Source: an optimization exercise on an open RTL-to-GDS flow (aim: small area, a short achievable clock period and few clock cycles). Production flows keep margins and buffers that such runs may drop. At most, simulation tests tie the RTL to the original design; equivalence was not proved. The RTL of runs 5 to 8 was laid out without a check of its function. Power is estimated from default activity; no workload was simulated.

### flow/config.mk
export PLATFORM = sky130hd
export DESIGN_NAME = hfg_rec_sched
export DESIGN_NICKNAME = hfg_rec_sched
export VERILOG_FILES = /design/flow/design.v
export SDC_FILE = /design/flow/constraint.sdc
export NUM_CORES = 4
export LEC_CHECK = 0
export CAP_MARGIN = 20
export CORE_MARGIN = 2
export CORE_UTILIZATION = 40
export SLEW_MARGIN = 20
### flow/constraint.sdc
create_clock -name core_clock -period 4.0 [get_ports {iClk}]
set_input_delay 0.8000 -clock core_clock [delete_from_list [all_inputs] [get_ports {iClk}]]
set_output_delay 0.8000 -clock core_clock [all_outputs]
set_load 0.01 [all_outputs]
### flow/design.v
module hfg_rec_sched #(
    parameter int REC_LAT = 2
) (
    input  logic             iClk,
    input  logic             iReset_n,
    input  logic             iStart,
    input  logic [7:0]       iNumRec,
    output logic [7:0]       oDescAddr,
    input  logic [40:0]      iDescData,
    output logic [9:0]       oIiAddr,
    input  logic [20:0]      iIiData,
    output logic [83:0]      o4Rec0,
    output logic [83:0]      o4Rec1,
    output logic [83:0]      o4Rec2,
    output logic [83:0]      o4Rec3,
    output logic [83:0]      o4Rec4,
    output logic [83:0]      o4Rec5,
    output logic [83:0]      o4Rec6,
    output logic [83:0]      o4Rec7,
    output logic [7:0]       oSign,
    output logic             oReady,
    output logic             oResValid,
    output logic [7:0]       oResMask,
    output logic             oBusy,
    output logic             oDone
);
    logic [20:0]        chain [32];
    logic [7:0]         sgn;
    logic [9:0]         ii_addr_q;
    logic               busy_q;
    logic [7:0]         num_q;
    logic [7:0]         desc_addr;    
    logic               sel_act;      
    logic [1:0]         sel_ph;
    logic               last_q;       
    logic               a_real, a_last;   
    logic               c_real, c_last;   
    logic               pad;          
    logic [4:0]         cw;           
    logic               ready_q;
    logic               lastb_q;
    logic [REC_LAT-1:0] dl_v;
    logic [REC_LAT-1:0] dl_l;
    logic [7:0]         mask_q;
    logic               done_q;
    logic               accept;
    logic               cap_any;
    logic [7:0]         last_mask;
    assign accept  = iStart && !busy_q;
    assign cap_any = c_real || pad;
    always_comb begin
        for (int l = 0; l < 8; l++) last_mask[l] = (num_q[2:0] == 3'd0) || (3'(l) < num_q[2:0]);
    end
    always_ff @(posedge iClk) begin
        chain[0] <= c_real ? iIiData : 21'd0;
        for (int i = 1; i < 32; i++) chain[i] <= chain[i-1];
        case (sel_ph)
            2'd0: ii_addr_q <= iDescData[9:0];
            2'd1: ii_addr_q <= iDescData[19:10];
            2'd2: ii_addr_q <= iDescData[29:20];
            default: ii_addr_q <= iDescData[39:30];
        endcase
        if (sel_act && sel_ph == 2'd3)
            sgn <= {iDescData[40], sgn[7:1]};
        else if (pad && cw[1:0] == 2'd3)
            sgn <= {1'b0, sgn[7:1]};
    end
    always_ff @(posedge iClk or negedge iReset_n) begin
        if (!iReset_n) begin
            busy_q    <= 1'b0;
            num_q     <= '0;
            desc_addr <= '0;
            sel_act   <= 1'b0;
            sel_ph    <= '0;
            last_q    <= 1'b0;
            a_real    <= 1'b0;
            a_last    <= 1'b0;
            c_real    <= 1'b0;
            c_last    <= 1'b0;
            pad       <= 1'b0;
            cw        <= '0;
            ready_q   <= 1'b0;
            lastb_q   <= 1'b0;
            dl_v      <= '0;
            dl_l      <= '0;
            mask_q    <= '0;
            done_q    <= 1'b0;
        end else begin
            a_real <= 1'b0;
            a_last <= 1'b0;
            if (accept) begin
                num_q <= iNumRec;
                if (iNumRec != 8'd0) begin
                    busy_q  <= 1'b1;
                    sel_act <= 1'b1;
                    sel_ph  <= 2'd1;
                    a_real  <= 1'b1;
                    last_q  <= 1'b0;
                end else begin
                    busy_q  <= 1'b1;
                end
            end else if (sel_act) begin
                sel_ph <= sel_ph + 2'd1;
                a_real <= 1'b1;
                if (sel_ph == 2'd2) begin
                    last_q    <= (desc_addr + 8'd1) == num_q;
                    desc_addr <= ((desc_addr + 8'd1) == num_q) ? 8'd0 : desc_addr + 8'd1;
                end
                if (sel_ph == 2'd3) begin
                    a_last <= last_q;
                    if (last_q) sel_act <= 1'b0;
                end
            end
            c_real <= a_real;
            c_last <= a_last;
            if (cap_any) cw <= cw + 5'd1;
            if (cw == 5'd31) pad <= 1'b0;
            else if (c_last) pad <= 1'b1;
            ready_q <= cap_any && cw == 5'd31;
            lastb_q <= (c_last || pad) && cw == 5'd31;
            dl_v[0] <= ready_q;
            dl_l[0] <= lastb_q;
            for (int i = 1; i < REC_LAT; i++) begin
                dl_v[i] <= dl_v[i-1];
                dl_l[i] <= dl_l[i-1];
            end
            if (dl_v[REC_LAT-2]) mask_q <= dl_l[REC_LAT-2] ? last_mask : 8'hFF;
            else                 mask_q <= 8'h00;
            done_q <= (accept && iNumRec == 8'd0) || (dl_v[REC_LAT-2] && dl_l[REC_LAT-2]);
            if (done_q) busy_q <= 1'b0;
        end
    end
    assign oIiAddr   = ii_addr_q;
    assign oDescAddr = desc_addr;
    assign o4Rec0    = {chain[28], chain[29], chain[30], chain[31]};
    assign o4Rec1    = {chain[24], chain[25], chain[26], chain[27]};
    assign o4Rec2    = {chain[20], chain[21], chain[22], chain[23]};
    assign o4Rec3    = {chain[16], chain[17], chain[18], chain[19]};
    assign o4Rec4    = {chain[12], chain[13], chain[14], chain[15]};
    assign o4Rec5    = {chain[8],  chain[9],  chain[10], chain[11]};
    assign o4Rec6    = {chain[4],  chain[5],  chain[6],  chain[7]};
    assign o4Rec7    = {chain[0],  chain[1],  chain[2],  chain[3]};
    assign oSign     = sgn;
    assign oReady    = ready_q;
    assign oResValid = dl_v[REC_LAT-1];
    assign oResMask  = mask_q;
    assign oBusy     = busy_q;
    assign oDone     = done_q;
endmodule
### flow/run.sh
#!/bin/bash
# synth_recipe.tcl (not shown) runs the flow's synth.tcl, then flattens the netlist and writes it again
# the make line also repeats each setting of config.mk as NAME=value (left out here)
make -C /OpenROAD-flow-scripts/flow DESIGN_CONFIG=/design/flow/config.mk WORK_HOME=/design/flow/orfs CLKGATE_MAP_FILE= SYNTH_SCRIPT=/design/flow/synth_recipe.tcl finish
==> reports/results.txt, run 1 <==
Status = stopped before the end
Stage reached = I/O pin placement
Tool error message = [ERROR PPL-0024] Number of IO pins (783) exceeds maximum number of available positions (742). Increase the die perimeter from 826.98um to 1064.88um.
Initial core utilization = 40.4%
Syn. warnings = 2
Average cell area after synthesis = 17.0 um2
Post-synthesis mux area share = 0.868%
Die H = 207 um
Dominant combinational cell family by area after synthesis = simple AND/OR/NAND/NOR gates
Synth Area in Compound Gates = 2.13%
Share of synthesized cell area in and, or, nand and nor gates = 3.84%
Register area share after synthesis = 91.3%
Syn Nets = 1046
Horizontal extent of the die = 207 um
Core Rows = 74
Fraction of synthesized cell area in xor and xnor cells = 0.426%
Number of cells produced by synthesis = 965
Mapped cell area = 16400 um2
Synthesized flop and latch total = 735
Number of distinct library cells after synthesis = 47
Adder-Cell Fraction of Synth Area = 0.609%
## kinds of logic after synthesis
kind of cell    count (synthesis)
xor+xnor                        8
mux                            14
flops                         735
simple gates                  122
compound gates                 45
fa+ha+maj                       8
buf+inv                        33
## synth_stat cells, drive strengths merged
| master | n | area, um2 |
|---|---|---|
| a22o | 1 | 8.76 |
| and4 | 1 | 8.76 |
| dfxtp | 682 | 13700 |
| nor3b | 1 | 7.51 |
| or4 | 2 | 15.0 |
| clkbuf | 14 | 52.6 |
| o31ai | 2 | 15.0 |
| a21oi | 4 | 20.0 |
| ha | 8 | 100 |
| dfrtp | 45 | 1130 |
| o21ai | 12 | 60.1 |
| a311oi | 1 | 8.76 |
| o21bai | 1 | 7.51 |
| o31a | 1 | 8.76 |
| a32o | 1 | 10.0 |
| and2 | 21 | 131 |
| o21a | 2 | 15.0 |
| a2111oi | 1 | 27.5 |
| nand2b | 4 | 25.0 |
| nor2 | 18 | 67.6 |
| and3 | 9 | 58.8 |
| nor2b | 5 | 31.3 |
| xnor2 | 4 | 35.0 |
| a31o | 2 | 17.5 |
| nor3 | 10 | 50.1 |
| xor2 | 4 | 35.0 |
| or2 | 1 | 6.26 |
| nand4 | 2 | 12.5 |
| mux2i | 12 | 120 |
| edfxtp | 8 | 240 |
| o221ai | 2 | 17.5 |
| buf | 3 | 16.3 |
| a222oi | 10 | 100 |
| inv | 16 | 60.1 |
| mux2 | 2 | 22.5 |
| a31oi | 3 | 18.8 |
| or3 | 2 | 13.8 |
| nand2 | 35 | 134 |
| nand3 | 10 | 55.1 |
| or4b | 1 | 13.8 |
| a211oi | 2 | 15.0 |
Testbench counts, summed over its fixed seeds: cycles 100,960.
==> run 2: changes to the inputs <==
--- a/flow/config.mk
+++ b/flow/config.mk
@@ -7,5 +7,5 @@
 export LEC_CHECK = 0
 export CAP_MARGIN = 20
-export CORE_MARGIN = 2
-export CORE_UTILIZATION = 40
+export CORE_AREA = 5 5 270 270
+export DIE_AREA = 0 0 275 275
 export SLEW_MARGIN = 20
==> reports/results.txt, run 2 <==
Number of standard cells in the final layout excluding fillers = 2802
Buffer cell driving the clock tree root = clkbuf_16
Number of cells upsized or downsized after cts = 0
Leading cell types by count after synthesis = 682 x dfxtp_1, 45 x dfrtp_1, 34 x nand2_1
Fraction of synthesized cell area in xor and xnor cells = 0.426% (unchanged)
Average cell area after synthesis = 17.0 um2 (unchanged)
Worst setup path startpoint = desc_addr[0]
Leading cell type in the layout, fill and taps excluded = clkdlybuf4s50_1
Boundary pin count = 783
Reg2Reg Launch Point = desc_addr[0]
Setup violators final = 0
Count leader, synth = dfxtp_1
Via count of the first global-routing pass = 11099
Share of layout cells above drive strength 1 = 6.77%
Number of distinct library cells after synthesis = 47 (unchanged)
Slowest cell delay on critical path = 590 ps
Number of nets in the layout = 1887
Switching power = 6.29 mW
Synth Area in Compound Gates = 2.13% (unchanged)
VDD IR max = 0.000477 V
GRT Util Overall = 12.9%
Dominant combinational cell family by area after synthesis = simple AND/OR/NAND/NOR gates
Cell area power density = 822 nW/um2
Shortest period the worst path allows = 2670 ps
Routability Congestion = 0.858
Post-synth top flop = dfxtp_1
Global-route wire length before repair = 73.3 mm
Critical path buffer and inverter count = 0
First-pass iteration count of the detailed router = 4
Syn. warnings = 2 (unchanged)
Area delta synth->final = 69.1%
Worst setup SP type = flop
Post-CTS clock slew at the launch and capture registers of the worst setup and hold paths = 60 ps
Number of synthesized flops with an enable pin = 8 (unchanged)
Largest registers = chain: 672 flops, ii_addr_q: 10 flops
Fraction of the cycle the final worst path needs = 66.8%
Number of filler instances in the final layout = 6403
Share of synthesized registers carrying an async set or reset = 6.12% (unchanged)
Die H = 275 um (+33%)
Average vias per placed instance = 3.72
Int Power = 16.6 mW
Sequential cell fraction of total power = 45.9%
CP delay by family, top = simple AND/OR/NAND/NOR gates
Setup repair after global routing missed its margin = false
Maximum number of pins on one net before global-route repair = 46
Switch share = 27.5%
Placeable Area = 69800 um2
Post-CTS Setup Repair Bufs = 0
Clk pwr share = 29.7%
Share of synthesized cell area in and, or, nand and nor gates = 3.84% (unchanged)
Cell total after placement = 2671
Antenna Nets Post-Route = 0
Most frequent cells in the layout = 781 x clkdlybuf4s50_1, 682 x dfxtp_1, 77 x clkbuf_16, 45 x dfrtp_1, 34 x nand2_1
CP Data Arrival Time = 3120 ps
Normalized max-slew margin = 41.4%
Insertion delay of the later-clocked pin in the worst-skew pair = 590 ps
Largest Register = chain
Main area contributors after synthesis = dfxtp_1 83%, dfrtp_1 6.8%, edfxtp_1 1.5%
Number of buffers added by the clock tree synthesis step = 73
Critical path, cell by cell = ha_1, nand3_2, o21a_1, or4b_4, a2111oi_4, nor3_1
Cell accounting for the most synthesized area = dfxtp_1
HPWL after detailed placement = 41.0 mm
Worst setup EP type = flop
Register area share after synthesis = 91.3% (unchanged)
Number of buffers added on ports = 782
Mapped cell area = 16400 um2 (unchanged)
Clock Skews = 17.1 ps
Slowest stage cell on the critical path = a2111oi_4
Core Rows = 97 (+31%)
Horizontal extent of the die = 275 um (+33%)
Total via count in the routed design = 10410
Worst endpoint required time = 4450 ps
Synthesized flop and latch total = 735 (unchanged)
Initial core utilization = 23.6% (-17 points)
Area fraction of the dominant cell type after synthesis = 83.0% (unchanged)
Maximum buffer depth of the clock tree = 3
Routed len/inst = 18.6 um
Die area = 75600 um2
Proportion of power drawn by combinational gates = 24.4%
CP Max Fanout = 11
HP Class = input pin to async pin
TNS Setup = 0 ps
Syn Nets = 1046 (unchanged)
Final WL = 52.0 mm
Final hold viol count = 0
Hold-fix buffer count after cts = 0
Transition time at the pin with the least slew margin = 880 ps
Max frequency = 374 MHz
Starting DRC count in detailed routing = 353
Grt ovf = 0
Layout Utilization = 39.8%
Status = finished clean
Number of cells produced by synthesis = 965 (unchanged)
Max-cap viol count = 0
Antenna violations before repair = 0
Clock tree from TritonCTS = built
Adder-Cell Fraction of Synth Area = 0.609% (unchanged)
Remaining routing DRC violations = 0
Post-synthesis mux area share = 0.868% (unchanged)
Total leakage power = 11.1 nW
Number of flip-flops in the largest register = 672
Kind of critical path = flop to flop
Number of sinks handled by clock tree synthesis = 735
Number of pins exceeding their max-slew limit in the final report = 0
H-tree Lvls = 3
## run 2: cell counts after synthesis
No cell type changed its count.
## run 2: stage by stage
step	worst slack (ps)	area (um2)	hold slack, ps	power (mW)
6_report	1330	27800	195	22.8
5_1_grt	1150	27800	206	23.9
4_1_cts	1280	27800	338	23.2
3_5_place_dp	1010	25400	334	16.3
3_3_place_gp	1090	25400	332	16.2
2_1_floorplan	1680	16400	331	11.7
## run 2: final cells by class
class / count / area [um2] / share of cell area, %
flip-flops and latches: 735 / 15000 / 54.0
repair buffers: 783 / 7830 / 28.2
clock buffers: 105 / 2130 / 7.67
multi-input cells: 197 / 1290 / 4.65
well taps: 940 / 1180 / 4.23
clock inverters: 25 / 284 / 1.02
inverters: 16 / 60.1 / 0.216
diodes: 1 / 2.50 / 0.00900
## run 2: metal layers
| metal | vias to the layer above | wire (um) | track usage (%) |
|---|---|---|---|
| li1 | 4843 | - | - |
| met1 | 4896 | 17800 | 12.8 |
| met3 | 116 | 5590 | 5.45 |
| met4 | 0 | 1730 | 5.27 |
| met2 | 555 | 27000 | 23.7 |
| met5 | - | 0 | 0 |
## run 2: worst reg2reg max path, cell delays in order, from the launching register on
cell       delay [ps]
dfrtp_1           560
ha_1              360
nand3_2           130
o21a_1            210
or4b_4            540
a2111oi_4         590
nor3_1            130
## run 2: path summary, 6_finish.rpt
check                               endpoint  slack (ps)  cells after the start
worst max-delay path            desc_addr[7]        1330                      6
worst min-delay path                num_q[6]         200                      1
worst max register to register  desc_addr[7]        1330                      6
worst min register to register  chain[19][7]         330                      0
max in group asynchronous              cw[0]        3400                      1
min in group core_clock         chain[19][7]         330                      0
## run 2: power by group through the flow
stage / logic [mW] / registers, mW / clock network [mW]
floorplan: 0.583 / 11.1 / 0
global placement: 5.66 / 10.6 / 0
detailed placement: 5.65 / 10.7 / 0
CTS: 5.68 / 10.6 / 7.00
global route: 5.84 / 10.8 / 7.32
finish: 5.58 / 10.5 / 6.79
## run 2: kinds of logic after synthesis
logic type / Yosys count
DFF: 735
and+or+nand+nor: 122
AOI/OAI and AO/OA: 45
buffers and inverters: 33
muxes: 14
xor gates and xnor gates: 8
adders and majority gates: 8
==> run 3: changes to the inputs <==
--- a/flow/design.v
+++ b/flow/design.v
@@ -87,29 +87,15 @@
             done_q    <= 1'b0;
         end else begin
-            a_real <= 1'b0;
-            a_last <= 1'b0;
+            a_real <= (accept && iNumRec != 8'd0) || sel_act;
+            a_last <= sel_act && sel_ph == 2'd3 && last_q;
+            sel_ph <= sel_act ? sel_ph + 2'd1 : {1'b0, accept && iNumRec != 8'd0};
             if (accept) begin
-                num_q <= iNumRec;
-                if (iNumRec != 8'd0) begin
-                    busy_q  <= 1'b1;
-                    sel_act <= 1'b1;
-                    sel_ph  <= 2'd1;
-                    a_real  <= 1'b1;
-                    last_q  <= 1'b0;
-                end else begin
-                    busy_q  <= 1'b1;
-                end
-            end else if (sel_act) begin
-                sel_ph <= sel_ph + 2'd1;
-                a_real <= 1'b1;
-                if (sel_ph == 2'd2) begin
-                    last_q    <= (desc_addr + 8'd1) == num_q;
-                    desc_addr <= ((desc_addr + 8'd1) == num_q) ? 8'd0 : desc_addr + 8'd1;
-                end
-                if (sel_ph == 2'd3) begin
-                    a_last <= last_q;
-                    if (last_q) sel_act <= 1'b0;
-                end
+                num_q  <= iNumRec;
+                busy_q <= 1'b1;
             end
+            if (accept && iNumRec != 8'd0) sel_act <= 1'b1;
+            if (sel_act && sel_ph == 2'd3 && last_q) sel_act <= 1'b0;
+            if (sel_act && sel_ph == 2'd1) last_q <= (desc_addr + 8'd1) == num_q;
+            if (sel_act && sel_ph == 2'd2) desc_addr <= last_q ? 8'd0 : desc_addr + 8'd1;
             c_real <= a_real;
             c_last <= a_last;
==> flow/flow/run.sh (new file) <==
#!/bin/bash
set -o pipefail
export BUFFER_PORTS_ARGS="-buffer_cell sky130_fd_sc_hd__buf_1"
bash standard.sh > standard.log 2>&1
==> flow/standard.sh (new file) <==
#!/bin/bash
# synth_recipe.tcl (not shown) runs the flow's synth.tcl, then flattens the netlist and writes it again
# the make line also repeats each setting of config.mk as NAME=value (left out here)
make -C /OpenROAD-flow-scripts/flow DESIGN_CONFIG=/design/flow/config.mk WORK_HOME=/design/flow/orfs CLKGATE_MAP_FILE= SYNTH_SCRIPT=/design/flow/synth_recipe.tcl "${@:-finish}"
removed: flow/run.sh
==> reports/results.txt, run 3 <==
Clock Skews = 38.9 ps (+21.7 ps)
CP Max Fanout = 2 (-9)
Final hold viol count = 0 (unchanged)
Remaining routing DRC violations = 0 (unchanged)
CP Data Arrival Time = 1410 ps (-1710 ps)
Number of nets in the layout = 1857 (-1.6%)
Cell area power density = 772 nW/um2 (-6.1%)
Die area = 75600 um2 (unchanged)
GRT Util Overall = 13.3% (+0.37 points)
Antenna violations before repair = 4 (+4)
Kind of critical path = flop to primary output
Starting DRC count in detailed routing = 356 (+0.85%)
VDD IR max = 0.000430 V (-9.9%)
Cell accounting for the most synthesized area = dfxtp_1
Main area contributors after synthesis = dfxtp_1 84%, dfrtp_1 6.9%, edfxtp_1 1.5%
Shortest period the worst path allows = 2210 ps (-461 ps)
Normalized max-slew margin = 51.5% (+10 points)
Number of cells upsized or downsized after cts = 0 (unchanged)
Post-synth top flop = dfxtp_1
Share of synthesized registers carrying an async set or reset = 6.12% (unchanged)
Boundary pin count = 783 (unchanged)
Average cell area after synthesis = 17.5 um2 (+2.7%)
First-pass iteration count of the detailed router = 5 (+1)
TNS Setup = 0 ps (unchanged)
Setup repair after global routing missed its margin = false
Transition time at the pin with the least slew margin = 728 ps (-152 ps)
Clock tree from TritonCTS = built
Worst endpoint required time = 3200 ps (-1250 ps)
Routed len/inst = 19.3 um (+4.0%)
CP delay by family, top = flip-flops
Post-CTS Setup Repair Bufs = 0 (unchanged)
Syn. warnings = 2 (unchanged)
Worst setup slack for register-to-register paths = 2010 ps (+680 ps)
Routability Congestion = 0.895 (+4.3%)
Worst setup SP type = flop
Instance area at placement = 20400 um2 (-20%)
Horizontal extent of the die = 275 um (unchanged)
Max-cap viol count = 0 (unchanged)
Mapped cell area = 16300 um2 (-0.73%)
Via count of the first global-routing pass = 10836 (-2.4%)
H-tree Lvls = 3 (unchanged)
Number of buffers added by the clock tree synthesis step = 75 (+2.7%)
Leading cell type in the layout, fill and taps excluded = buf_1
Number of cells produced by synthesis = 933 (-3.3%)
Maximum number of pins on one net before global-route repair = 46 (unchanged)
Global-route wire length before repair = 74.2 mm (+1.2%)
Core Rows = 97 (unchanged)
Max frequency = 452 MHz (+21%)
Syn Nets = 1014 (-3.1%)
HPWL after detailed placement = 43.1 mm (+5.4%)
Insertion delay of the later-clocked pin in the worst-skew pair = 610 ps (+20 ps)
Number of flip-flops in the largest register = 672 (unchanged)
Die H = 275 um (unchanged)
Most frequent cells in the layout = 781 x buf_1, 682 x dfxtp_1, 75 x clkbuf_16, 45 x dfrtp_1, 23 x and2_1
Total leakage power = 9.04 nW (-19%)
Area delta synth->final = 40.2%
Largest Register = chain
Maximum buffer depth of the clock tree = 3 (unchanged)
Critical path buffer and inverter count = 1 (+1)
Number of synthesized flops with an enable pin = 8 (unchanged)
Post-route cell area = 22900 um2 (-18%)
Total via count in the routed design = 10248 (-1.6%)
Grt ovf = 0 (unchanged)
Total power = 17.7 mW (-23%)
Number of distinct library cells after synthesis = 41 (-13%)
Area fraction of the dominant cell type after synthesis = 83.6% (+0.61 points)
Antenna Nets Post-Route = 0 (unchanged)
Number of pins exceeding their max-slew limit in the final report = 0 (unchanged)
Number of buffers added on ports = 782 (unchanged)
Slowest stage cell on the critical path = dfxtp_1
Hold-fix buffer count after cts = 0 (unchanged)
HP Class = input pin to async pin
Critical path, cell by cell = buf_1
Placeable Area = 69800 um2 (unchanged)
Worst setup EP type = primary output
Leading cell types by count after synthesis = 682 x dfxtp_1, 45 x dfrtp_1, 23 x and2_1
Setup violators final = 0 (unchanged)
Synthesized flop and latch total = 735 (unchanged)
Register area share after synthesis = 92.0% (+0.67 points)
Initial core utilization = 23.4% (-0.17 points)
Fraction of the cycle the final worst path needs = 55.3% (-12 points)
Buffer cell driving the clock tree root = clkbuf_16
Post-CTS clock slew at the launch and capture registers of the worst setup and hold paths = 60 ps (about the same)
Average vias per placed instance = 3.69 (-0.67%)
Status = finished clean
Number of sinks handled by clock tree synthesis = 735 (unchanged)
Final WL = 53.6 mm (+3.0%)
Share of layout cells above drive strength 1 = 7.36% (+0.59 points)
Number of filler instances in the final layout = 6945 (+8.5%)
Count leader, synth = dfxtp_1
Slowest cell delay on critical path = 560 ps (-30 ps)
Largest registers = chain: 672 flops, ii_addr_q: 10 flops
[run 3: path summary, 6_finish.rpt]
path | startpoint | endpoint | cells past startpoint
max | chain[22][20] | o4Rec2[41] | 1
min | iReset_n | sel_act | 1
max reg2reg | sel_ph[0] | desc_addr[4] | 6
min reg2reg | chain[30][12] | chain[31][12] | 0
max in group asynchronous | iReset_n | ready_q | 1
min in group core_clock | chain[30][12] | chain[31][12] | 0
[run 3: report_power, final]
part / switching (mW) / internal [mW] / total (mW)
registers: 0.641 / 8.29 / 8.93
clock network: 2.91 / 3.98 / 6.88
logic: 1.23 / 0.623 / 1.85
[run 3: worst reg2reg max path, cell delays in order, from the launching register on]
cell,delay [ps]
dfrtp_1,430
inv_1,110
ha_1,470
nand2_1,400
nor3_1,290
a21oi_1,60
o21ai_0,150
[run 3: logic make-up (layout without fill, tap and decap cells)]
family          after synthesis  count (layout)  synth area share (%)
compound gates               40              40                  1.76
xor+xnor                     14              14                 0.797
fa+ha+maj                     8               8                 0.613
buf+inv                      32             934                 0.790
flops                       735             735                  92.0
mux                          21              21                  1.37
other cells                   0               2                     0
simple gates                 83              83                  2.65
[run 3: final cells by class]
cell class                 instances  area, um2  share of cell area (%)
timing repair buffer             782       2940                    12.8
sequential                       735      15000                    65.6
clock inverter                    30        385                    1.68
inverter                          16       60.1                   0.262
tap                              940       1180                    5.14
multi-input combinational        166       1170                    5.13
clock buffer                     106       2120                    9.28
antenna                            2       5.00                  0.0219
[run 3: through the flow]
step	worst slack, ps	util [%]	hold WS (ps)	cells
2_1_floorplan	2290	-	331	933
3_3_place_gp	2060	29.2	332	2639
5_1_grt	1700	32.8	187	2775
4_1_cts	1650	32.8	317	2775
6_report	1790	32.8	181	2777
3_5_place_dp	2040	29.2	333	2639
[run 3: per-layer routing]
metal	wire [um]	vias up	global-route usage, %
li1	-	4719	-
met1	18500	4812	13.3
met2	27600	609	24.2
met3	5490	108	5.22
met4	2090	0	6.23
met5	0	-	0
Testbench counts of run 3, summed over its fixed seeds: cycles 100,960.
==> run 4: changes to the inputs <==
==> flow/run.sh (new file) <==
#!/bin/bash
# synth_recipe.tcl (not shown) runs the flow's synth.tcl, then flattens the netlist and writes it again
# the make line also repeats each setting of config.mk as NAME=value (left out here)
make -C /OpenROAD-flow-scripts/flow DESIGN_CONFIG=/design/flow/config.mk WORK_HOME=/design/flow/orfs CLKGATE_MAP_FILE= SYNTH_SCRIPT=/design/flow/synth_recipe.tcl finish
removed: flow/flow/run.sh
removed: flow/standard.sh
==> reports/results.txt, run 4 <==
Status = finished clean
Horizontal extent of the die = 275 um (unchanged)
Leading cell type in the layout, fill and taps excluded = clkdlybuf4s50_1
Number of distinct library cells after synthesis = 41 (unchanged)
Routability Congestion = 0.883 (-1.4%)
Number of nets in the layout = 1858 (+0.054%)
Synthesized flop and latch total = 735 (unchanged)
VDD IR max = 0.000422 V (-1.9%)
Total leakage power = 11.2 nW (+24%)
Number of synthesized flops with an enable pin = 8 (unchanged)
Worst setup EP type = primary output
Final WL = 56.2 mm (+4.7%)
Cell area power density = 690 nW/um2 (-11%)
Clock tree from TritonCTS = built
Insertion delay of the later-clocked pin in the worst-skew pair = 620 ps (about the same)
Instance area at placement = 25300 um2 (+24%)
Remaining routing DRC violations = 0 (unchanged)
Count leader, synth = dfxtp_1
Post-route worst hold slack = 178 ps (-2.42 ps)
Average vias per placed instance = 3.65 (-1.2%)
Clk pwr share = 38.3% (-0.7 points)
Area delta synth->final = 71.2%
Mapped cell area = 16300 um2 (unchanged)
Number of buffers added on ports = 782 (unchanged)
Slowest stage cell on the critical path = clkdlybuf4s50_1
Max frequency = 380 MHz (-16%)
Leading cell types by count after synthesis = 682 x dfxtp_1, 45 x dfrtp_1, 23 x and2_1
Proportion of power drawn by combinational gates = 15.4% (+4.9 points)
Register area share after synthesis = 92.0% (unchanged)
Maximum buffer depth of the clock tree = 3 (unchanged)
TNS Setup = 0 ps (unchanged)
Switch share = 25.4% (-1.7 points)
Kind of critical path = flop to primary output
Setup violators final = 0 (unchanged)
Via count of the first global-routing pass = 10864 (+0.26%)
Initial core utilization = 23.4% (unchanged)
Number of buffers added by the clock tree synthesis step = 76 (+1.3%)
Grt ovf = 0 (unchanged)
Slowest cell delay on critical path = 640 ps (+80 ps)
Syn. warnings = 2 (unchanged)
Int Power = 14.4 mW (+12%)
HPWL after detailed placement = 44.9 mm (+4.0%)
Fraction of the cycle the final worst path needs = 65.8% (+11 points)
Routed len/inst = 20.2 um (+4.6%)
Average cell area after synthesis = 17.5 um2 (unchanged)
Largest Register = chain
Transition time at the pin with the least slew margin = 774 ps (+45.9 ps)
Number of flip-flops in the largest register = 672 (unchanged)
Worst setup SP type = flop
Core Rows = 97 (unchanged)
HP Class = input pin to async pin
Layout Utilization = 40.0% (+7.2 points)
Die area = 75600 um2 (unchanged)
Share of synthesized registers carrying an async set or reset = 6.12% (unchanged)
Final hold viol count = 0 (unchanged)
Total via count in the routed design = 10138 (-1.1%)
Largest registers = chain: 672 flops, ii_addr_q: 10 flops
Worst endpoint required time = 3200 ps (about the same)
CP Max Fanout = 3 (+1)
Placement Setup Slack = 1750 ps (-295 ps)
Share of layout cells above drive strength 1 = 7.83% (+0.47 points)
Maximum number of pins on one net before global-route repair = 46 (unchanged)
Main area contributors after synthesis = dfxtp_1 84%, dfrtp_1 6.9%, edfxtp_1 1.5%
Syn Nets = 1014 (unchanged)
Critical path buffer and inverter count = 1 (unchanged)
Switching power = 4.89 mW (+2.4%)
CP delay by family, top = buffers and inverters
Hold-fix buffer count after cts = 0 (unchanged)
Antenna Nets Post-Route = 0 (unchanged)
Max-cap viol count = 0 (unchanged)
Number of cells upsized or downsized after cts = 0 (unchanged)
Starting DRC count in detailed routing = 361 (+1.4%)
Number of sinks handled by clock tree synthesis = 735 (unchanged)
Antenna violations before repair = 1 (-3)
Setup repair after global routing missed its margin = false
CP Data Arrival Time = 1830 ps (+420 ps)
Post-CTS clock slew at the launch and capture registers of the worst setup and hold paths = 60 ps (about the same)
Die H = 275 um (unchanged)
Crit path setup slack, layout = 1370 ps (-420 ps)
Sequential cell fraction of total power = 46.3% (-4.2 points)
Most frequent cells in the layout = 781 x clkdlybuf4s50_1, 682 x dfxtp_1, 76 x clkbuf_16, 45 x dfrtp_1, 23 x and2_1
Normalized max-slew margin = 48.4% (-3.1 points)
Area fraction of the dominant cell type after synthesis = 83.6% (unchanged)
Post-route cell area = 27900 um2 (+22%)
Post-synth top flop = dfxtp_1
Number of cells produced by synthesis = 933 (unchanged)
Clock Skews = 32.5 ps (-6.38 ps)
Shortest period the worst path allows = 2630 ps (+420 ps)
Boundary pin count = 783 (unchanged)
Post-CTS Setup Repair Bufs = 0 (unchanged)
Cell accounting for the most synthesized area = dfxtp_1
Critical path, cell by cell = clkdlybuf4s50_1
Buffer cell driving the clock tree root = clkbuf_16
First-pass iteration count of the detailed router = 6 (+1)
GRT Util Overall = 13.9% (+0.61 points)
Placeable Area = 69800 um2 (unchanged)
H-tree Lvls = 3 (unchanged)
Global-route wire length before repair = 77.2 mm (+4.0%)
Number of pins exceeding their max-slew limit in the final report = 0 (unchanged)
[run 4: worst paths after layout]
check                      slack, ps  depth (start not counted)           from            end
max                             1370                          1  chain[15][20]     o4Rec4[20]
min                              180                          1       iReset_n       num_q[6]
max reg2reg                     2060                          6      sel_ph[1]         last_q
min reg2reg                      330                          0  chain[26][15]  chain[27][15]
max in group asynchronous       3410                          1       iReset_n           dl_l
min in group core_clock          330                          0  chain[26][15]  chain[27][15]
[run 4: power groups by stage]
| stage | clock [mW] | combinational [mW] | sequential [mW] |
|---|---|---|---|
| 2_1_floorplan | 0 | 0.519 | 9.26 |
| 3_3_place_gp | 0 | 3.01 | 9.05 |
| 5_1_grt | 7.92 | 3.13 | 9.04 |
| 4_1_cts | 7.57 | 3.02 | 8.94 |
| 3_5_place_dp | 0 | 3.00 | 9.08 |
| 6_report | 7.38 | 2.97 | 8.92 |
[run 4: logic make-up after synthesis]
kind of cell | synth area share [%]
mux | 1.37
flops | 92.0
xor+xnor | 0.797
compound gates | 1.76
simple gates | 2.65
fa+ha+maj | 0.613
buf+inv | 0.790
[run 4: per-layer routing]
| layer | wire, um | global-route usage, % |
|---|---|---|
| met4 | 1750 | 5.48 |
| met3 | 5650 | 5.62 |
| met2 | 29200 | 25.3 |
| met5 | 0 | 0 |
| met1 | 19600 | 14.2 |
[run 4: metrics by stage]
step | power, mW | std cells
after floorplan | 9.77 | 933
after global placement | 12.1 | 2639
after detailed placement | 12.1 | 2639
after CTS | 19.5 | 2780
after global routing | 20.1 | 2780
final | 19.3 | 2781
[run 4: final cells by class]
cell class / instances / area, um2
diodes: 1 / 2.50
well taps: 940 / 1180
clock inverters: 43 / 614
fillers: 6385 / 41900
repair buffers: 782 / 7830
clock buffers: 98 / 2060
inverters: 16 / 60.1
multi-input cells: 166 / 1170
flip-flops and latches: 735 / 15000
==> run 5: changes to the inputs <==
--- a/flow/design.v
+++ b/flow/design.v
@@ -31,6 +31,5 @@
     logic [7:0]         num_q;
     logic [7:0]         desc_addr;    
-    logic               sel_act;      
-    logic [1:0]         sel_ph;
+    logic               s0, s1, s2, s3;   
     logic               last_q;       
     logic               a_real, a_last;   
@@ -55,11 +54,7 @@
         chain[0] <= c_real ? iIiData : 21'd0;
         for (int i = 1; i < 32; i++) chain[i] <= chain[i-1];
-        case (sel_ph)
-            2'd0: ii_addr_q <= iDescData[9:0];
-            2'd1: ii_addr_q <= iDescData[19:10];
-            2'd2: ii_addr_q <= iDescData[29:20];
-            default: ii_addr_q <= iDescData[39:30];
-        endcase
-        if (sel_act && sel_ph == 2'd3)
+        ii_addr_q <= ({10{s1}} & iDescData[19:10]) | ({10{s2}} & iDescData[29:20]) |
+                     ({10{s3}} & iDescData[39:30]) | ({10{!(s1 || s2 || s3)}} & iDescData[9:0]);
+        if (s3)
             sgn <= {iDescData[40], sgn[7:1]};
         else if (pad && cw[1:0] == 2'd3)
@@ -71,6 +66,8 @@
             num_q     <= '0;
             desc_addr <= '0;
-            sel_act   <= 1'b0;
-            sel_ph    <= '0;
+            s0        <= 1'b0;
+            s1        <= 1'b0;
+            s2        <= 1'b0;
+            s3        <= 1'b0;
             last_q    <= 1'b0;
             a_real    <= 1'b0;
@@ -87,15 +84,16 @@
             done_q    <= 1'b0;
         end else begin
-            a_real <= (accept && iNumRec != 8'd0) || sel_act;
-            a_last <= sel_act && sel_ph == 2'd3 && last_q;
-            sel_ph <= sel_act ? sel_ph + 2'd1 : {1'b0, accept && iNumRec != 8'd0};
+            a_real <= (accept && iNumRec != 8'd0) || s0 || s1 || s2 || s3;
+            a_last <= s3 && last_q;
+            s1     <= (accept && iNumRec != 8'd0) || s0;
+            s2     <= s1;
+            s3     <= s2;
+            s0     <= s3 && !last_q;
             if (accept) begin
                 num_q  <= iNumRec;
                 busy_q <= 1'b1;
             end
-            if (accept && iNumRec != 8'd0) sel_act <= 1'b1;
-            if (sel_act && sel_ph == 2'd3 && last_q) sel_act <= 1'b0;
-            if (sel_act && sel_ph == 2'd1) last_q <= (desc_addr + 8'd1) == num_q;
-            if (sel_act && sel_ph == 2'd2) desc_addr <= last_q ? 8'd0 : desc_addr + 8'd1;
+            if (s1) last_q <= (desc_addr + 8'd1) == num_q;
+            if (s2) desc_addr <= last_q ? 8'd0 : desc_addr + 8'd1;
             c_real <= a_real;
             c_last <= a_last;
==> flow/flow/run.sh (new file) <==
#!/bin/bash
export BUFFER_PORTS_ARGS="-buffer_cell sky130_fd_sc_hd__buf_1"
# Pins one routing track apart so the die can be smaller.
export PLACE_PINS_ARGS="-min_distance 1 -min_distance_in_tracks"
bash standard.sh > standard.log 2>&1
==> flow/standard.sh (new file) <==
#!/bin/bash
# synth_recipe.tcl (not shown) runs the flow's synth.tcl, then flattens the netlist and writes it again
# the make line also repeats each setting of config.mk as NAME=value (left out here)
make -C /OpenROAD-flow-scripts/flow DESIGN_CONFIG=/design/flow/config.mk WORK_HOME=/design/flow/orfs CLKGATE_MAP_FILE= SYNTH_SCRIPT=/design/flow/synth_recipe.tcl "${@:-finish}"
--- a/flow/config.mk
+++ b/flow/config.mk
@@ -7,5 +7,5 @@
 export LEC_CHECK = 0
 export CAP_MARGIN = 20
-export CORE_AREA = 5 5 270 270
-export DIE_AREA = 0 0 275 275
+export CORE_AREA = 5 5 205 205
+export DIE_AREA = 0 0 210 210
 export SLEW_MARGIN = 20
removed: flow/run.sh
==> reports/results.txt, run 5 <==
VDD IR max = 0.000524 V (+24%)
Post-route cell area = 22100 um2 (-21%)
Starting DRC count in detailed routing = 576 (+60%)
Normalized max-slew margin = 35.6% (-13 points)
Setup repair after global routing missed its margin = false
Initial core utilization = 40.9% (+18 points)
Layout Utilization = 55.7% (+16 points)
Horizontal extent of the die = 210 um (-24%)
Most frequent cells in the layout = 781 x buf_1, 682 x dfxtp_1, 71 x clkbuf_16, 46 x dfrtp_1, 27 x nand2_1
Number of flip-flops in the largest register = 672 (unchanged)
Final WL = 44.6 mm (-21%)
Number of cells produced by synthesis = 920 (-1.4%)
HPWL after detailed placement = 35.2 mm (-22%)
Instance area at placement = 19800 um2 (-22%)
Buffer cell driving the clock tree root = clkbuf_16
Number of distinct library cells after synthesis = 42 (+2.4%)
CP delay by family, top = flip-flops
Status = finished clean
Cell accounting for the most synthesized area = dfxtp_1
Antenna violations before repair = 0 (-1)
Critical path buffer and inverter count = 1 (unchanged)
Slowest cell delay on critical path = 560 ps (-80 ps)
Syn. warnings = 2 (unchanged)
Area fraction of the dominant cell type after synthesis = 84.2% (+0.54 points)
Die area = 44100 um2 (-42%)
Cell total after placement = 2214 (-16%)
Average cell area after synthesis = 17.6 um2 (+0.76%)
Insertion delay of the later-clocked pin in the worst-skew pair = 580 ps (-40 ps)
Shortest period the worst path allows = 2160 ps (-469 ps)
Placeable Area = 39600 um2 (-43%)
Maximum buffer depth of the clock tree = 3 (unchanged)
Clock tree from TritonCTS = built
Core Rows = 73 (-25%)
Number of sinks handled by clock tree synthesis = 736 (+0.14%)
Slowest stage cell on the critical path = dfrtp_1
Fraction of the cycle the final worst path needs = 54.0% (-12 points)
Hold-fix buffer count after cts = 0 (unchanged)
Area delta synth->final = 36.1%
GRT Util Overall = 18.9% (+5.0 points)
Die H = 210 um (-24%)
Maximum number of pins on one net before global-route repair = 29 (-37%)
Total via count in the routed design = 10347 (+2.1%)
Total power = 17.4 mW (-9.8%)
Routability Congestion = 0.919 (+4.1%)
Diodes inserted = 0 (-1)
Count leader, synth = dfxtp_1
Largest registers = chain: 672 flops, ii_addr_q: 10 flops
Post-CTS Setup Repair Bufs = 0 (unchanged)
Number of buffers added on ports = 782 (unchanged)
Routed len/inst = 19.1 um (-5.5%)
Global-route wire length before repair = 63.8 mm (-17%)
First-pass iteration count of the detailed router = 7 (+1)
Remaining routing DRC violations = 0 (unchanged)
Clock Skews = 20.6 ps (-11.9 ps)
Max frequency = 463 MHz (+22%)
Transition time at the pin with the least slew margin = 958 ps (+185 ps)
Main area contributors after synthesis = dfxtp_1 84%, dfrtp_1 7.1%, edfxtp_1 1.5%
Boundary pin count = 783 (unchanged)
Number of cells upsized or downsized after cts = 0 (unchanged)
Leading cell types by count after synthesis = 682 x dfxtp_1, 46 x dfrtp_1, 27 x nand2_1
Grt ovf = 0 (unchanged)
Total leakage power = 8.94 nW (-20%)
Number of nets in the layout = 1836 (-1.2%)
Synthesized flop and latch total = 736 (+0.14%)
CP Data Arrival Time = 1360 ps (-470 ps)
Cell area power density = 787 nW/um2 (+14%)
Post-synth top flop = dfxtp_1
Leading cell type in the layout, fill and taps excluded = buf_1
H-tree Lvls = 3 (unchanged)
Register area share after synthesis = 92.8% (+0.75 points)
Number of buffers added by the clock tree synthesis step = 69 (-9.2%)
CP Max Fanout = 10 (+7)
Post-CTS clock slew at the launch and capture registers of the worst setup and hold paths = 60 ps (about the same)
Worst setup EP type = primary output
Final hold viol count = 0 (unchanged)
Kind of critical path = flop to primary output
Max-cap viol count = 0 (unchanged)
Syn Nets = 996 (-1.8%)
Number of standard cells in the final layout excluding fillers = 2337 (-16%)
Worst setup SP type = flop
Number of pins exceeding their max-slew limit in the final report = 0 (unchanged)
Worst setup slack for register-to-register paths = 2110 ps (+50 ps)
Share of synthesized registers carrying an async set or reset = 6.25% (+0.13 points)
Share of layout cells above drive strength 1 = 6.73% (-1.1 points)
Largest Register = chain
Setup violators final = 0 (unchanged)
Mapped cell area = 16200 um2 (-0.64%)
Worst endpoint required time = 3200 ps (about the same)
Average vias per placed instance = 4.43 (+21%)
Critical path, cell by cell = buf_1
HP Class = input pin to async pin
Antenna Nets Post-Route = 0 (unchanged)
Via count of the first global-routing pass = 10691 (-1.6%)
TNS Setup = 0 ps (unchanged)
Number of synthesized flops with an enable pin = 8 (unchanged)
run 5: final cells by class:
cell class              instances  area [um2]
fillers                      3334       17600
clock buffers                 101        2090
clock inverters                22         228
repair buffers                783        2940
inverters                      10        37.5
multi-input cells             160        1070
well taps                     525         657
flip-flops and latches        736       15000
run 5: path summary, 6_finish.rpt:
kind / start / to / cells after the start
worst max-delay path: desc_addr[4] / oDescAddr[4] / 1
worst min-delay path: iReset_n / busy_q / 1
worst max register to register: s2 / ii_addr_q[9] / 3
worst min register to register: chain[15][18] / chain[16][18] / 0
max in group asynchronous: iReset_n / desc_addr[5] / 2
min in group core_clock: chain[15][18] / chain[16][18] / 0
run 5: cell families after synthesis:
family | share of synthesized area, %
AO/OA/AOI/OAI | 1.71
XOR/XNOR | 0.648
adder cells (fa/ha/maj) | 0.231
buffers and inverters | 0.609
flip-flops | 92.8
multiplexers | 0.957
AND/OR/NAND/NOR | 3.08
run 5: where the power goes:
part           switching [mW]  internal (mW)  total, mW  leakage (nW)
Combinational            1.34          0.616       1.96          1.41
Clock                    2.66           3.73       6.39          1.14
Sequential              0.609           8.42       9.03          6.39
run 5: stage by stage:
stage,hold slack [ps],setup slack (ps)
after global placement,332,1900
after detailed placement,333,1890
final,175,1840
after CTS,155,1790
after floorplan,331,2110
after global routing,193,1740
run 5: metal layers:
metal | part of all wire, % | track usage, % | vias to the layer above
li1 | - | - | 4679
met1 | 32 | 18.0 | 4799
met2 | 47 | 30.6 | 668
met3 | 11 | 8.75 | 201
met4 | 10 | 17.1 | 0
met5 | 0 | 0 | -
==> run 6: changes to the inputs <==
--- a/flow/config.mk
+++ b/flow/config.mk
@@ -9,3 +9,4 @@
 export CORE_AREA = 5 5 205 205
 export DIE_AREA = 0 0 210 210
+export SETUP_SLACK_MARGIN = 2.4
 export SLEW_MARGIN = 20
==> reports/results.txt, run 6 <==
Leading cell types by count after synthesis = 682 x dfxtp_1, 46 x dfrtp_1, 27 x nand2_1
TNS Setup = 0 ps (unchanged)
Number of cells produced by synthesis = 920 (unchanged)
Proportion of power drawn by combinational gates = 19.2% (+7.9 points)
CP delay by family, top = flip-flops
Cell area power density = 675 nW/um2 (-14%)
CP Max Fanout = 2 (-8)
Number of buffers added on ports = 782 (unchanged)
Area fraction of the dominant cell type after synthesis = 84.2% (unchanged)
Die H = 210 um (unchanged)
Main area contributors after synthesis = dfxtp_1 84%, dfrtp_1 7.1%, edfxtp_1 1.5%
Syn. warnings = 2 (unchanged)
Number of pins exceeding their max-slew limit in the final report = 0 (unchanged)
Synthesized flop and latch total = 736 (unchanged)
Setup repair after global routing missed its margin = true
Total via count in the routed design = 11461 (+11%)
Number of sinks handled by clock tree synthesis = 736 (unchanged)
Via count of the first global-routing pass = 12413 (+16%)
Starting DRC count in detailed routing = 548 (-4.9%)
Clock Skews = 12.5 ps (-8.11 ps)
Post-synth top flop = dfxtp_1
Maximum buffer depth of the clock tree = 3 (unchanged)
Syn Nets = 996 (unchanged)
Antenna violations before repair = 0 (unchanged)
Placement Setup Slack = 1900 ps (+1.07 ps)
Int Power = 14.4 mW (+13%)
Switching power = 5.32 mW (+15%)
Fraction of the cycle the final worst path needs = 49.5% (-4.6 points)
Largest Register = chain
Leading cell type in the layout, fill and taps excluded = buf_6
Die area = 44100 um2 (unchanged)
H-tree Lvls = 3 (unchanged)
Number of flip-flops in the largest register = 672 (unchanged)
Core Rows = 73 (unchanged)
Clock tree from TritonCTS = built
Status = finished clean
Worst setup EP type = primary output
Total power = 19.7 mW (+13%)
Max-cap viol count = 0 (unchanged)
Routed len/inst = 24.3 um (+27%)
Grt ovf = 0 (unchanged)
Total leakage power = 13.1 nW (+46%)
Horizontal extent of the die = 210 um (unchanged)
Final WL = 60.2 mm (+35%)
Remaining routing DRC violations = 0 (unchanged)
Diodes inserted = 0 (unchanged)
Initial core utilization = 40.9% (unchanged)
Share of layout cells above drive strength 1 = 84.7% (+78 points)
Number of distinct library cells after synthesis = 42 (unchanged)
Cell accounting for the most synthesized area = dfxtp_1
Count leader, synth = dfxtp_1
Largest registers = chain: 672 flops, ii_addr_q: 10 flops
Most frequent cells in the layout = 691 x buf_6, 661 x dfxtp_2, 144 x buf_4, 72 x buf_1, 71 x clkbuf_16
Routability Congestion = 0.901 (-2.0%)
Number of nets in the layout = 1981 (+7.9%)
Flip-flop and latch area = 15900 um2 (+5.8%)
Area delta synth->final = 80.1%
Clk pwr share = 32.6% (-4.2 points)
Antenna Nets Post-Route = 0 (unchanged)
HPWL after detailed placement = 35.6 mm (+1.2%)
Number of filler instances in the final layout = 2265 (-32%)
Post-CTS clock slew at the launch and capture registers of the worst setup and hold paths = 70 ps (about the same)
Normalized max-slew margin = 55.5% (+20 points)
Crit path setup slack, layout = 2020 ps (+183 ps)
Slowest stage cell on the critical path = edfxtp_1
Global-route wire length before repair = 81.5 mm (+28%)
Share of synthesized registers carrying an async set or reset = 6.25% (unchanged)
Buffer cell driving the clock tree root = clkbuf_16
Worst endpoint required time = 3200 ps (about the same)
Sequential cell fraction of total power = 48.1% (-3.9 points)
Critical path, cell by cell = clkbuf_2
Final hold viol count = 0 (unchanged)
Number of buffers added by the clock tree synthesis step = 69 (unchanged)
Average cell area after synthesis = 17.6 um2 (unchanged)
CP Data Arrival Time = 1180 ps (-180 ps)
Max frequency = 505 MHz (+9.3%)
Placeable Area = 39600 um2 (unchanged)
First-pass iteration count of the detailed router = 9 (+2)
Area of combinational cells with multiple inputs = 1150 um2 (+7.1%)
Critical path buffer and inverter count = 1 (unchanged)
Insertion delay of the later-clocked pin in the worst-skew pair = 590 ps (about the same)
Transition time at the pin with the least slew margin = 668 ps (-291 ps)
Kind of critical path = flop to primary output
Average vias per placed instance = 4.63 (+4.5%)
Register area share after synthesis = 92.8% (unchanged)
Slowest cell delay on critical path = 420 ps (-140 ps)
Number of synthesized flops with an enable pin = 8 (unchanged)
Mapped cell area = 16200 um2 (unchanged)
Switch share = 27.0% (+0.45 points)
Worst setup SP type = flop
Setup violators final = 0 (unchanged)
GRT Util Overall = 24.6% (+5.7 points)
Boundary pin count = 783 (unchanged)
Maximum number of pins on one net before global-route repair = 29 (unchanged)
HP Class = input pin to async pin
VDD IR max = 0.000517 V (-1.4%)
Shortest period the worst path allows = 1980 ps (-183 ps)
Worst setup slack for register-to-register paths = 2300 ps (+190 ps)
[run 6: cell types whose count changed in the layout (fill, tap and decap cells not counted), sizes merged]
cell	previous run	this run
clkinv	16	11
buf	782	922
inv	12	18
[run 6: per-stage QoR]
| step | hold WS, ps | utilization (%) | cell area [um2] | std cells |
|---|---|---|---|---|
| detailed placement | 333 | 50.0 | 19800 | 2214 |
| CTS | 141 | 71.4 | 28300 | 2394 |
| global placement | 331 | 50.0 | 19800 | 2214 |
| global route | 161 | 73.7 | 29200 | 2478 |
| finish | 167 | 73.7 | 29200 | 2478 |
| floorplan | 331 | - | 16300 | 920 |
[run 6: cell families after synthesis]
kind of cell             share of synthesized area [%]
XOR/XNOR                                         0.648
adder cells (fa/ha/maj)                          0.231
buffers and inverters                            0.609
multiplexers                                     0.957
flip-flops                                        92.8
AND/OR/NAND/NOR                                   3.08
AO/OA/AOI/OAI                                     1.71
[run 6: final timing paths]
kind,start,end,cells after the start
worst max-delay path,sgn[6],oSign[6],1
worst min-delay path,iReset_n,num_q[5],1
worst max register to register,desc_addr[0],last_q,6
worst min register to register,chain[1][12],chain[2][12],0
max in group asynchronous,iReset_n,desc_addr[6],2
min in group core_clock,chain[1][12],chain[2][12],0
[run 6: power groups by stage]
stage	Combinational [mW]	Clock [mW]	Sequential [mW]
finish	3.79	6.43	9.49
global placement	1.99	0	9.14
floorplan	0.447	0	9.52
global route	3.91	6.89	9.62
detailed placement	1.98	0	9.20
CTS	3.46	6.39	9.36
[run 6: metal layers]
metal	GRT usage, %	vias to the layer above	share of wire (%)
met1	21.2	5477	29
li1	-	4962	-
met3	11.3	278	9.6
met2	43.2	744	52
met5	0	-	0
met4	20.7	0	9.6
[run 6: final cells by class]
class                   instances  share of cell area, %
flip-flops and latches        736                   54.5
clock buffers                  96                   6.78
inverters                      10                  0.129
repair buffers                928                   31.6
well taps                     525                   2.25
multi-input cells             160                   3.94
clock inverters                23                  0.775
[run 6: timing repair]
| item | 4_1_cts | 5_1_grt |
|---|---|---|
| setup endpoints to repair | 721 | 727 |
| gates resized for setup | 2177 | 77 |
| pin swaps | 1 | 4 |
| buffers inserted | 61 | 84 |
| hold buffers | 0 | 0 |
==> run 7: changes to the inputs <==
--- a/flow/config.mk
+++ b/flow/config.mk
@@ -8,5 +8,5 @@
 export CAP_MARGIN = 20
 export CORE_AREA = 5 5 205 205
+export CTS_CLUSTER_SIZE = 30
 export DIE_AREA = 0 0 210 210
-export SETUP_SLACK_MARGIN = 2.4
 export SLEW_MARGIN = 20
==> reports/results.txt, run 7 <==
Number of nets in the layout = 1836 (-7.3%)
Synthesized flop and latch total = 736 (unchanged)
Average cell area after synthesis = 17.6 um2 (unchanged)
Reg2Reg Depth = 3 (-3)
CP Max Fanout = 10 (+8)
Number of pins exceeding their max-slew limit in the final report = 0 (unchanged)
CP Data Arrival Time = 1360 ps (+180 ps)
Maximum number of pins on one net before global-route repair = 29 (unchanged)
Critical path, cell by cell = buf_1
Post-synth top flop = dfxtp_1
Grt ovf = 0 (unchanged)
Total via count in the routed design = 10347 (-9.7%)
Setup repair after global routing missed its margin = false
Diodes inserted = 0 (unchanged)
Status = finished clean
Number of filler instances in the final layout = 3334 (+47%)
Clock Skews = 20.6 ps (+8.11 ps)
Cell area power density = 787 nW/um2 (+17%)
Remaining routing DRC violations = 0 (unchanged)
Post-CTS Setup Repair Bufs = 0 (-100%)
Global-route wire length before repair = 63.8 mm (-22%)
Antenna violations before repair = 0 (unchanged)
Share of layout cells above drive strength 1 = 6.73% (-78 points)
Initial core utilization = 40.9% (unchanged)
Number of buffers added on ports = 782 (unchanged)
Max-cap viol count = 0 (unchanged)
Average vias per placed instance = 4.43 (-4.3%)
Core Rows = 73 (unchanged)
Number of cells upsized or downsized after cts = 0 (-100%)
Number of cells produced by synthesis = 920 (unchanged)
Post-CTS clock slew at the launch and capture registers of the worst setup and hold paths = 60 ps (about the same)
Mapped cell area = 16200 um2 (unchanged)
Worst setup SP type = flop
Number of sinks handled by clock tree synthesis = 736 (unchanged)
Leading cell types by count after synthesis = 682 x dfxtp_1, 46 x dfrtp_1, 27 x nand2_1
Clock tree from TritonCTS = built
Largest registers = chain: 672 flops, ii_addr_q: 10 flops
Starting DRC count in detailed routing = 576 (+5.1%)
HPWL after detailed placement = 35.2 mm (-1.1%)
Largest Register = chain
Share of synthesized registers carrying an async set or reset = 6.25% (unchanged)
Area fraction of the dominant cell type after synthesis = 84.2% (unchanged)
Worst endpoint required time = 3200 ps (about the same)
Number of synthesized flops with an enable pin = 8 (unchanged)
Insertion delay of the later-clocked pin in the worst-skew pair = 580 ps (about the same)
Syn Nets = 996 (unchanged)
H-tree Lvls = 3 (unchanged)
Max frequency = 463 MHz (-8.5%)
Syn. warnings = 2 (unchanged)
Leading cell type in the layout, fill and taps excluded = buf_1
Number of flip-flops in the largest register = 672 (unchanged)
Count leader, synth = dfxtp_1
Hold-fix buffer count after cts = 0 (unchanged)
First-pass iteration count of the detailed router = 7 (-2)
Register area share after synthesis = 92.8% (unchanged)
Die area = 44100 um2 (unchanged)
Kind of critical path = flop to primary output
R2r endpoint = ii_addr_q[9]
Critical path buffer and inverter count = 1 (unchanged)
Antenna Nets Post-Route = 0 (unchanged)
Placeable Area = 39600 um2 (unchanged)
Cell accounting for the most synthesized area = dfxtp_1
Area delta synth->final = 36.1%
Transition time at the pin with the least slew margin = 958 ps (+291 ps)
CP delay by family, top = flip-flops
Die H = 210 um (unchanged)
Via count of the first global-routing pass = 10691 (-14%)
Routability Congestion = 0.919 (+2.0%)
Routed len/inst = 19.1 um (-21%)
Most frequent cells in the layout = 781 x buf_1, 682 x dfxtp_1, 71 x clkbuf_16, 46 x dfrtp_1, 27 x nand2_1
Worst setup EP type = primary output
Fraction of the cycle the final worst path needs = 54.0% (+4.6 points)
Setup violators final = 0 (unchanged)
Shortest period the worst path allows = 2160 ps (+183 ps)
Worst setup slack for register-to-register paths = 2110 ps (-190 ps)
Normalized max-slew margin = 35.6% (-20 points)
Slowest cell delay on critical path = 560 ps (+140 ps)
GRT Util Overall = 18.9% (-5.7 points)
Reg2Reg Launch Point = s2
Number of distinct library cells after synthesis = 42 (unchanged)
Horizontal extent of the die = 210 um (unchanged)
HP Class = input pin to async pin
Maximum buffer depth of the clock tree = 3 (unchanged)
VDD IR max = 0.000524 V (+1.4%)
Main area contributors after synthesis = dfxtp_1 84%, dfrtp_1 7.1%, edfxtp_1 1.5%
TNS Setup = 0 ps (unchanged)
Total leakage power = 8.94 nW (-32%)
Number of buffers added by the clock tree synthesis step = 69 (unchanged)
Final WL = 44.6 mm (-26%)
Slowest stage cell on the critical path = dfrtp_1
Post-route worst hold slack = 175 ps (+7.28 ps)
Buffer cell driving the clock tree root = clkbuf_16
Boundary pin count = 783 (unchanged)
Final hold viol count = 0 (unchanged)
[run 7: cell counts after synthesis]
No cell type changed its count.
[run 7: logic make-up (layout without fill, tap and decap cells)]
group	count (synthesis)	after routing	share of synthesized area (%)
DFF	736	736	92.8
and+or+nand+nor	93	93	3.08
AOI/OAI and AO/OA	38	38	1.71
buffers and inverters	24	916	0.609
muxes	14	14	0.957
xor gates and xnor gates	12	12	0.648
adders and majority gates	3	3	0.231
[run 7: how the worst max path moves through the flow]
stage | from | endpoint | slack [ps] | depth (start not counted)
after floorplan | iNumRec[1] | a_real | 2110 | 4
after global placement | iNumRec[5] | a_real | 1900 | 5
after detailed placement | iNumRec[5] | a_real | 1890 | 5
after CTS | desc_addr[4] | oDescAddr[4] | 1790 | 1
after global routing | desc_addr[4] | oDescAddr[4] | 1740 | 1
final | desc_addr[4] | oDescAddr[4] | 1840 | 1
[run 7: cell type report]
class | instances | area, um2 | share of cell area [%]
Clock buffer | 101 | 2090 | 9.47
Clock inverter | 22 | 228 | 1.03
Inverter | 10 | 37.5 | 0.170
Multi-Input combinational cell | 160 | 1070 | 4.86
Sequential cell | 736 | 15000 | 68.2
Tap cell | 525 | 657 | 2.98
Timing Repair Buffer | 783 | 2940 | 13.3
[run 7: metrics by stage]
| step | cell area [um2] | total power, mW | cells | setup WS, ps | utilization, % |
|---|---|---|---|---|---|
| 6_report | 22100 | 17.4 | 2337 | 1840 | 55.7 |
| 5_1_grt | 22100 | 18.1 | 2337 | 1740 | 55.7 |
| 4_1_cts | 22100 | 17.6 | 2337 | 1790 | 55.7 |
| 3_5_place_dp | 19800 | 11.1 | 2214 | 1890 | 49.8 |
| 3_3_place_gp | 19800 | 11.1 | 2214 | 1900 | 49.8 |
| 2_1_floorplan | 16200 | 9.94 | 920 | 2110 | - |
[run 7: worst reg2reg max path, cell delays in order (launching register included)]
cell	delay, ps
dfrtp_1	700
nor3_1	920
nand2_1	120
nand2_1	100
[run 7: layer usage]
layer  part of all wire (%)  track usage [%]
met5                      0                0
met4                     10             17.1
met3                     11             8.75
met2                     47             30.6
met1                     32             18.0
[run 7: where the power goes]
part,switching [mW],leakage (nW),internal [mW]
registers,0.609,6.39,8.42
logic,1.34,1.41,0.616
clock network,2.66,1.14,3.73
==> run 8: changes to the inputs <==
--- a/flow/config.mk
+++ b/flow/config.mk
@@ -8,5 +8,5 @@
 export CAP_MARGIN = 20
 export CORE_AREA = 5 5 205 205
-export CTS_CLUSTER_SIZE = 30
 export DIE_AREA = 0 0 210 210
+export SETUP_SLACK_MARGIN = 2.1
 export SLEW_MARGIN = 20
==> reports/results.txt, run 8 <==
Crit path setup slack, layout = 2070 ps (+230 ps)
Max frequency = 518 MHz (+12%)
Buffer cell driving the clock tree root = clkbuf_16
GRT Util Overall = 19.6% (+0.68 points)
Largest registers = chain: 672 flops, ii_addr_q: 10 flops
First-pass iteration count of the detailed router = 8 (+1)
Number of nets in the layout = 1867 (+1.7%)
Syn Nets = 996 (unchanged)
Instance area at placement = 19800 um2 (unchanged)
Placement Setup Slack = 1890 ps (unchanged)
Global-route wire length before repair = 66.1 mm (+3.5%)
Number of sinks handled by clock tree synthesis = 736 (unchanged)
Final hold viol count = 0 (unchanged)
Setup repair after global routing missed its margin = true
Total leakage power = 11.6 nW (+30%)
Die H = 210 um (unchanged)
Post-route cell area = 25100 um2 (+14%)
Initial core utilization = 40.9% (unchanged)
Cell total after placement = 2214 (unchanged)
Post-synth top flop = dfxtp_1
Syn. warnings = 2 (unchanged)
HP Class = input pin to async pin
Fraction of the cycle the final worst path needs = 48.3% (-5.7 points)
Most frequent cells in the layout = 355 x dfxtp_2, 319 x dfxtp_1, 307 x buf_2, 186 x buf_6, 154 x buf_4
Worst setup slack for register-to-register paths = 2160 ps (+50 ps)
Average cell area after synthesis = 17.6 um2 (unchanged)
Share of layout cells above drive strength 1 = 66.1% (+59 points)
Normalized max-slew margin = 40.1% (+4.5 points)
Number of buffers added by the clock tree synthesis step = 69 (unchanged)
Diodes inserted = 0 (unchanged)
Shortest period the worst path allows = 1930 ps (-230 ps)
Die area = 44100 um2 (unchanged)
Routability Congestion = 0.919 (unchanged)
R2r endpoint = last_q
Average vias per placed instance = 4.49 (+1.3%)
Insertion delay of the later-clocked pin in the worst-skew pair = 580 ps (about the same)
Max-cap viol count = 0 (unchanged)
Area delta synth->final = 55.0%
Starting DRC count in detailed routing = 662 (+15%)
Clock tree from TritonCTS = built
Placeable Area = 39600 um2 (unchanged)
H-tree Lvls = 3 (unchanged)
Main area contributors after synthesis = dfxtp_1 84%, dfrtp_1 7.1%, edfxtp_1 1.5%
Worst endpoint required time = 3200 ps (about the same)
TNS Setup = 0 ps (unchanged)
Worst setup SP type = flop
Reg2Reg Depth = 6 (+3)
Mapped cell area = 16200 um2 (unchanged)
Number of cells produced by synthesis = 920 (unchanged)
Number of flip-flops in the largest register = 672 (unchanged)
Kind of critical path = flop to primary output
Number of buffers added on ports = 782 (unchanged)
Setup violators final = 0 (unchanged)
Area fraction of the dominant cell type after synthesis = 84.2% (unchanged)
Transition time at the pin with the least slew margin = 899 ps (-60.0 ps)
CP Max Fanout = 2 (-8)
Antenna violations before repair = 0 (unchanged)
Number of filler instances in the final layout = 2862 (-14%)
Critical path buffer and inverter count = 1 (unchanged)
Share of synthesized registers carrying an async set or reset = 6.25% (unchanged)
Post-route worst hold slack = 177 ps (+2.46 ps)
Cell area power density = 730 nW/um2 (-7.3%)
Final WL = 48.1 mm (+7.8%)
Count leader, synth = dfxtp_1
Maximum buffer depth of the clock tree = 3 (unchanged)
Slowest cell delay on critical path = 430 ps (-130 ps)
Total via count in the routed design = 10622 (+2.7%)
Total power = 18.3 mW (+5.5%)
VDD IR max = 0.000511 V (-2.6%)
Slowest stage cell on the critical path = dfrtp_2
Number of pins exceeding their max-slew limit in the final report = 0 (unchanged)
Synthesized flop and latch total = 736 (unchanged)
Reg2Reg Launch Point = desc_addr[1]
CP Data Arrival Time = 1130 ps (-230 ps)
Number of standard cells in the final layout excluding fillers = 2368 (+1.3%)
Number of synthesized flops with an enable pin = 8 (unchanged)
Clock Skews = 15.3 ps (-5.27 ps)
Register area share after synthesis = 92.8% (unchanged)
Worst setup EP type = primary output
Maximum number of pins on one net before global-route repair = 29 (unchanged)
Boundary pin count = 783 (unchanged)
Leading cell type in the layout, fill and taps excluded = dfxtp_2
CP delay by family, top = flip-flops
Post-CTS clock slew at the launch and capture registers of the worst setup and hold paths = 60 ps (about the same)
Grt ovf = 0 (unchanged)
Largest Register = chain
Horizontal extent of the die = 210 um (unchanged)
Status = finished clean
Number of distinct library cells after synthesis = 42 (unchanged)
Core Rows = 73 (unchanged)
Cell accounting for the most synthesized area = dfxtp_1
Antenna Nets Post-Route = 0 (unchanged)
Routed len/inst = 20.3 um (+6.4%)
Layout Utilization = 63.4% (+7.7 points)
Via count of the first global-routing pass = 11001 (+2.9%)
HPWL after detailed placement = 35.2 mm (unchanged)
Critical path, cell by cell = buf_6
Leading cell types by count after synthesis = 682 x dfxtp_1, 46 x dfrtp_1, 27 x nand2_1
Remaining routing DRC violations = 0 (unchanged)
[run 8: cell counts after synthesis]
No cell type changed its count.
[run 8: power breakdown]
| part | switching, mW | total, mW | internal (mW) |
|---|---|---|---|
| clock network | 2.70 | 6.43 | 3.73 |
| logic | 1.42 | 2.74 | 1.32 |
| registers | 0.641 | 9.16 | 8.52 |
[run 8: area by class of cell]
type                    count  area, um2  area share (%)
clock buffers             101       2090            8.31
well taps                 525        657            2.61
inverters                  10       37.5           0.149
repair buffers            814       5510            21.9
multi-input cells         160       1080            4.30
clock inverters            22        228           0.906
flip-flops and latches    736      15500            61.8
[run 8: cell families after synthesis]
logic type,count (synthesis),share of synthesized area [%]
flops,736,92.8
simple gates,93,3.08
compound gates,38,1.71
buf+inv,24,0.609
mux,14,0.957
xor+xnor,12,0.648
fa+ha+maj,3,0.231
[run 8: worst max-delay path by stage]
stage / cells after the start / startpoint / slack, ps / end
6_report: 1 / desc_addr[6] / 2070 / oDescAddr[6]
5_1_grt: 1 / sgn[6] / 2020 / oSign[6]
4_1_cts: 1 / desc_addr[7] / 2030 / oDescAddr[7]
3_5_place_dp: 5 / iNumRec[5] / 1890 / a_real
3_3_place_gp: 5 / iNumRec[5] / 1900 / a_real
2_1_floorplan: 4 / iNumRec[1] / 2110 / a_real
[run 8: worst register-to-register path, delay by kind of cell (launching register included)]
| family | cells | cell delay, ps |
|---|---|---|
| AND/OR/NAND/NOR | 2 | 510 |
| AO/OA/AOI/OAI | 2 | 510 |
| flip-flops | 1 | 380 |
| adder cells (fa/ha/maj) | 1 | 210 |
| buffers and inverters | 1 | 140 |
[run 8: repair_timing]
action | 4_1_cts | 5_1_grt
gates resized for setup | 790 | 654
setup endpoints to repair | 612 | 515
cloned | 0 | 0
hold buffers | 0 | 0
pin swaps | 0 | 0
buffers inserted | 15 | 16
[run 8: metal layers]
layer | vias to the layer above | part of all wire (%) | global-route usage (%)
met5 | - | 0 | 0
met4 | 0 | 10 | 18.4
met3 | 226 | 9.9 | 8.84
met2 | 704 | 49 | 32.0
met1 | 4945 | 31 | 18.2
li1 | 4747 | - | -

## port drivers added, routing unchanged
How much do the figures lean on ideal ports? The routed layouts below were timed once more, with nothing changed but the port constraints. Step 1 assumes that a clkbuf_16 drives the clock port and a buf_2 every other input. Step 2 times the ports against the registers' clock, not the clock port: input delays grow and output delays shrink by t, the midpoint of the rising clock arrivals with the driver on. a / b / c = no drivers / after step 1 / after step 2; a / b = the first two.
run	t, ns	setup slack, ns	cell pins on the clock port's net
run 2	0.648	1.329 / 1.291 / 1.051	1
run 3	0.657	1.789 / 1.727 / 2.007	1
run 4	0.665	1.369 / 1.308 / 1.731	1
run 5	0.629	1.838 / 1.782 / 1.880	1
run 6	0.639	2.021 / 1.968 / 1.939	1
run 7	0.629	1.838 / 1.782 / 1.880	1
run 8	0.631	2.068 / 2.012 / 1.852	1
After both steps setup and hold are still met in every run listed. The setup slack of run 2, which loses most, moves by -0.038 ns with the drivers and by -0.278 ns with both steps.
